What follows belongs to an exercise in optimizing a design on an open flow for small area; a production flow would make more cautious choices.
Function was checked by simulation only, so behaviour that the tests miss may differ from the original.
Power figures rest on the tool's default switching activity, not on a simulated workload.

==> try-umber <==
// snn_block_top
module snn_block_top #(
	parameter int BLOCK_ID = 0,
	parameter int NEURONS = snn_pkg::NUM_NEURONS,
	parameter int ROWS = snn_pkg::NUM_ROWS
) (
	input logic CLK,
	input logic RESET_N,
	input logic [16:0] CFG,			 
	input logic W_VALID,
	input logic [7:0] WEIGHT_IN,		 
	output logic W_REQUEST,
	output logic W_SET_DONE,
	input logic START,
	input logic EN,
	input logic [snn_pkg::DATA_W-1:0] DATA_IN,
	input logic REQUEST,
	output logic FRONT_DONE,
	output logic OUT_SPIKE,
	output logic OUT_SPIKE_VALID,
	output logic BACK_DONE
);
==> module weight_mem, before the edit <==
module weight_mem #(
	parameter int NEURONS = 16,
	parameter int ROWS = 8
) (
	input logic CLK,
	input logic RESET_N,
	input logic wr_en,
	input snn_pkg::row_t wr_row,		 
	input snn_pkg::nidx_t wr_neuron,
	input snn_pkg::weight_t wr_data,
	input snn_pkg::row_t rd_row,
	output snn_pkg::weight_t [NEURONS-1:0] rd_weights
);
	localparam int HALF = NEURONS / 2;
	logic [2:0] ph;
	logic [2:0] ph1;
	logic [NEURONS-1:0][ROWS-1:0][7:0] ring;
	logic [HALF-1:0][7:0] pend;		 
	logic [NEURONS-1:0] ins;
	logic [ROWS-1:0] sel;			 
	assign ph1 = ph + 3'd1;
	always_ff @(posedge CLK or negedge RESET_N) begin
		if (!RESET_N)
			ph <= '0;
		else
			ph <= ph1;
	end
	always_comb begin
		logic hi;
		logic hit_cur, hit_prev;
		hit_cur = (wr_row == ph1);
		hit_prev = (wr_row - 3'd1 == ph1);
		for (int p = 0; p < HALF; p++) begin
			hi = (wr_neuron > 4'(p + HALF)) || (wr_neuron <= 4'(p));
			ins[p] = !hi && hit_cur;
			ins[p + HALF] = hi && ((wr_neuron > 4'(p)) ? hit_cur : hit_prev);
		end
	end
	always_ff @(posedge CLK) begin
		if (wr_en)
			pend[wr_neuron[2:0]] <= wr_data;
		for (int n = 0; n < NEURONS; n++) begin
			ring[n][0] <= ins[n] ? pend[n % HALF] : ring[n][ROWS-1];
			for (int k = 1; k < ROWS; k++)
				ring[n][k] <= ring[n][k-1];
		end
		for (int k = 0; k < ROWS; k++)
			sel[k] <= (3'(k) == ph1 - rd_row);
	end
	always_comb begin
		for (int n = 0; n < NEURONS; n++) begin
			rd_weights[n] = '0;
			for (int k = 0; k < ROWS; k++)
				rd_weights[n] |= ring[n][k] & {8{sel[k]}};
		end
	end
endmodule
==> module spike_readout, before the edit <==
module spike_readout #(
	parameter int NEURONS = 16
) (
	input logic CLK,
	input logic RESET_N,
	input logic REQUEST,
	input logic FRONT_DONE,
	input snn_pkg::sum_t [NEURONS-1:0] sums,
	input snn_pkg::grp_code_t grp_code,
	input logic [5:0] outputs,
	output logic OUT_SPIKE,
	output logic OUT_SPIKE_VALID,
	output logic BACK_DONE
);
	logic accept;
	logic [4:0] out_lim;
	logic [4:0] rem;				 
	logic seen;						 
	logic [NEURONS-1:0] res;		 
	logic [NEURONS-1:0] res_new;
	logic [NEURONS/2-1:0][12:0] s2;
	logic [NEURONS/4-1:0][13:0] s4;
	assign accept = REQUEST & FRONT_DONE;
	always_comb begin
		logic [4:0] max_out;
		max_out = 5'(NEURONS >> grp_code);
		out_lim = (outputs > 6'(max_out)) ? max_out : outputs[4:0];
	end
	logic [NEURONS/2-1:0][13:0] c2;
	logic [NEURONS/4-1:0][14:0] c4;
	logic [NEURONS/8-1:0][15:0] c8;
	logic [NEURONS/8-1:0] neg8;
	always_comb begin
		logic [12:0] a2, b2;
		logic [13:0] a4, b4;
		logic [14:0] a8, b8;
		for (int j = 0; j < NEURONS/2; j++) begin
			a2 = {sums[2*j][11], sums[2*j]};
			b2 = {sums[2*j+1][11], sums[2*j+1]};
			c2[j][0] = 1'b0;
			for (int b = 0; b < 12; b++) begin
				s2[j][b] = a2[b] ^ b2[b] ^ c2[j][b];
				c2[j][b+1] = (a2[b] & b2[b]) | (a2[b] & c2[j][b]) | (b2[b] & c2[j][b]);
			end
			s2[j][12] = (a2[11] & b2[11]) | (a2[11] & s2[j][11]) | (b2[11] & s2[j][11]);
			c2[j][13] = 1'b0;
		end
		for (int j = 0; j < NEURONS/4; j++) begin
			a4 = {s2[2*j][12], s2[2*j]};
			b4 = {s2[2*j+1][12], s2[2*j+1]};
			c4[j][0] = 1'b0;
			for (int b = 0; b < 13; b++) begin
				s4[j][b] = a4[b] ^ b4[b] ^ c4[j][b];
				c4[j][b+1] = (a4[b] & b4[b]) | (a4[b] & c4[j][b]) | (b4[b] & c4[j][b]);
			end
			s4[j][13] = (a4[12] & b4[12]) | (a4[12] & s4[j][12]) | (b4[12] & s4[j][12]);
			c4[j][14] = 1'b0;
		end
		for (int j = 0; j < NEURONS/8; j++) begin
			a8 = {s4[2*j][13], s4[2*j]};
			b8 = {s4[2*j+1][13], s4[2*j+1]};
			c8[j][0] = 1'b0;
			for (int b = 0; b < 13; b++)
				c8[j][b+1] = (a8[b] & b8[b]) | (a8[b] & c8[j][b]) | (b8[b] & c8[j][b]);
			neg8[j] = (a8[13] & b8[13]) | (a8[13] & ~c8[j][13]) | (b8[13] & ~c8[j][13]);
			c8[j][15:14] = 2'b00;
		end
		for (int j = 0; j < NEURONS; j++) begin
			if (j < NEURONS/8)
				res_new[j] = grp_code[1] ? (grp_code[0] ? ~neg8[j % (NEURONS/8)] : ~s4[j % (NEURONS/4)][13])
					: (grp_code[0] ? ~s2[j % (NEURONS/2)][12] : ~sums[j][11]);
			else if (j < NEURONS/4)
				res_new[j] = grp_code[1] ? ~s4[j % (NEURONS/4)][13]
					: (grp_code[0] ? ~s2[j % (NEURONS/2)][12] : ~sums[j][11]);
			else if (j < NEURONS/2)
				res_new[j] = grp_code[0] ? ~s2[j % (NEURONS/2)][12] : ~sums[j][11];
			else
				res_new[j] = ~sums[j][11];
		end
	end
	always_ff @(posedge CLK or negedge RESET_N) begin
		if (!RESET_N) begin
			rem <= '0;
			seen <= 1'b0;
		end else if (accept) begin
			rem <= out_lim;
			seen <= 1'b1;
		end else if (rem != '0) begin
			rem <= rem - 5'd1;
		end
	end
	always_ff @(posedge CLK) begin
		if (accept)
			res <= res_new;
		else
			res <= res >> 1;
	end
	assign OUT_SPIKE_VALID = (rem != '0);
	assign OUT_SPIKE = OUT_SPIKE_VALID & res[0];
	assign BACK_DONE = seen & (rem == '0);
endmodule
make LEC_CHECK=0 CAP_MARGIN=20 CORE_MARGIN=2 CORE_UTILIZATION=70 CTS_BUF_LIST=sky130_fd_sc_hd__clkbuf_8 CTS_CLUSTER_DIAMETER=55 CTS_CLUSTER_SIZE=18 SLEW_MARGIN=20 finish   # period 25.0 ns
run.sh (not shown) runs the stock make flow with config.mk's settings and CLKGATE_MAP_FILE= SYNTH_SCRIPT=/design/flow/synth_recipe.tcl, a recipe that flattens the netlist after the stock synthesis.
==> try-indigo (differences from try-umber) <==
--- a/flow/design.v
+++ b/flow/design.v
@@ -84,19 +84,15 @@
 	logic [ROWS-1:0] sel;			 
 	assign ph1 = ph + 3'd1;
-	always_ff @(posedge CLK or negedge RESET_N) begin
-		if (!RESET_N)
-			ph <= '0;
-		else
-			ph <= ph1;
+	always_ff @(posedge CLK) begin
+		ph <= ph1;
 	end
 	always_comb begin
 		logic hi;
-		logic hit_cur, hit_prev;
-		hit_cur = (wr_row == ph1);
-		hit_prev = (wr_row - 3'd1 == ph1);
+		snn_pkg::row_t prow;
 		for (int p = 0; p < HALF; p++) begin
 			hi = (wr_neuron > 4'(p + HALF)) || (wr_neuron <= 4'(p));
-			ins[p] = !hi && hit_cur;
-			ins[p + HALF] = hi && ((wr_neuron > 4'(p)) ? hit_cur : hit_prev);
+			prow = (wr_neuron > 4'(p)) ? wr_row : wr_row - 3'd1;
+			ins[p] = !hi && (prow == ph1);
+			ins[p + HALF] = hi && (prow == ph1);
 		end
 	end
@@ -261,10 +257,8 @@
 			b2 = {sums[2*j+1][11], sums[2*j+1]};
 			c2[j][0] = 1'b0;
-			for (int b = 0; b < 12; b++) begin
+			for (int b = 0; b < 13; b++) begin
 				s2[j][b] = a2[b] ^ b2[b] ^ c2[j][b];
 				c2[j][b+1] = (a2[b] & b2[b]) | (a2[b] & c2[j][b]) | (b2[b] & c2[j][b]);
 			end
-			s2[j][12] = (a2[11] & b2[11]) | (a2[11] & s2[j][11]) | (b2[11] & s2[j][11]);
-			c2[j][13] = 1'b0;
 		end
 		for (int j = 0; j < NEURONS/4; j++) begin
@@ -272,10 +266,8 @@
 			b4 = {s2[2*j+1][12], s2[2*j+1]};
 			c4[j][0] = 1'b0;
-			for (int b = 0; b < 13; b++) begin
+			for (int b = 0; b < 14; b++) begin
 				s4[j][b] = a4[b] ^ b4[b] ^ c4[j][b];
 				c4[j][b+1] = (a4[b] & b4[b]) | (a4[b] & c4[j][b]) | (b4[b] & c4[j][b]);
 			end
-			s4[j][13] = (a4[12] & b4[12]) | (a4[12] & s4[j][12]) | (b4[12] & s4[j][12]);
-			c4[j][14] = 1'b0;
 		end
 		for (int j = 0; j < NEURONS/8; j++) begin
@@ -283,8 +275,7 @@
 			b8 = {s4[2*j+1][13], s4[2*j+1]};
 			c8[j][0] = 1'b0;
-			for (int b = 0; b < 13; b++)
+			for (int b = 0; b < 14; b++)
 				c8[j][b+1] = (a8[b] & b8[b]) | (a8[b] & c8[j][b]) | (b8[b] & c8[j][b]);
-			neg8[j] = (a8[13] & b8[13]) | (a8[13] & ~c8[j][13]) | (b8[13] & ~c8[j][13]);
-			c8[j][15:14] = 2'b00;
+			neg8[j] = a8[14] ^ b8[14] ^ c8[j][14];
 		end
 		for (int j = 0; j < NEURONS; j++) begin
==> notes <==
- Combinational power is about the same in try-indigo and try-umber.
- Against try-umber, the core utilization of try-indigo is higher by 0.38 points.
- Against try-indigo, the first-iteration DRC count of try-umber is higher by 17%.
- Against try-indigo, the hold slack of try-umber is higher by 5.3 ps.
- Against try-umber, the die area of try-indigo is higher by 0.32%.
- In sequential cell count, try-umber and try-indigo do not differ.
- Of try-umber and try-indigo, try-indigo has the higher sequential power (gap about 5%, measured against try-indigo).
==> figures <==
metric                                                                 try-indigo                try-umber
Switching fraction of total power                                          30.00%                   29.53%
Vias in the first global route                                              30410                    29710
Final worst hold slack                                                   330.6 ps                 335.9 ps
Combinational-cell power consumption                                       832 uW                   835 uW
Fill cell instance count of the final layout                                 4168                     4214
Share of the final layout cell area in multi-input gates                   35.16%                   35.09%
Core region area                                                     0.06598 mm^2             0.06586 mm^2
WL per Instance                                                          25.67 um                 25.71 um
Status                                                    complete, no violations  complete, no violations
Reg-to-reg startpoint                                          i_neurons.sums[96]      i_neurons.sums[144]
Vias after detailed routing                                                 28230                    28160
Placed cell count                                                            4341                     4320
Util after Layout                                                          75.94%                   75.56%
Register-to-Register Path Depth                                                21                       19
Total number of multi-input combinational cells                              1826                     1794

what the ideal ports hide:
In the flow no input, the clock included, has a driving cell. The finished layouts below were timed again as built, in two steps. Step 1, drivers: a clkbuf_16 drives CLK and a buf_2 each remaining input, both assumed. Step 2 times the ports against the registers' clock, not the clock port: input delays grow and output delays shrink by t, the midpoint of the rising clock arrivals with the driver on. Slacks: no drivers / after step 1 / after step 2; pairs: no drivers / after step 1.
run | t, ns | setup slack, ns | clock arrival spread, ns | worst register clock-pin slew, ns
try-umber | 0.787 | 17.139 / 17.139 / 17.139 | 0.042 / 0.042 | 0.12 / 0.12
try-indigo | 0.786 | 16.947 / 16.947 / 16.947 | 0.047 / 0.047 | 0.12 / 0.12
After both steps setup and hold are still met in every run listed.
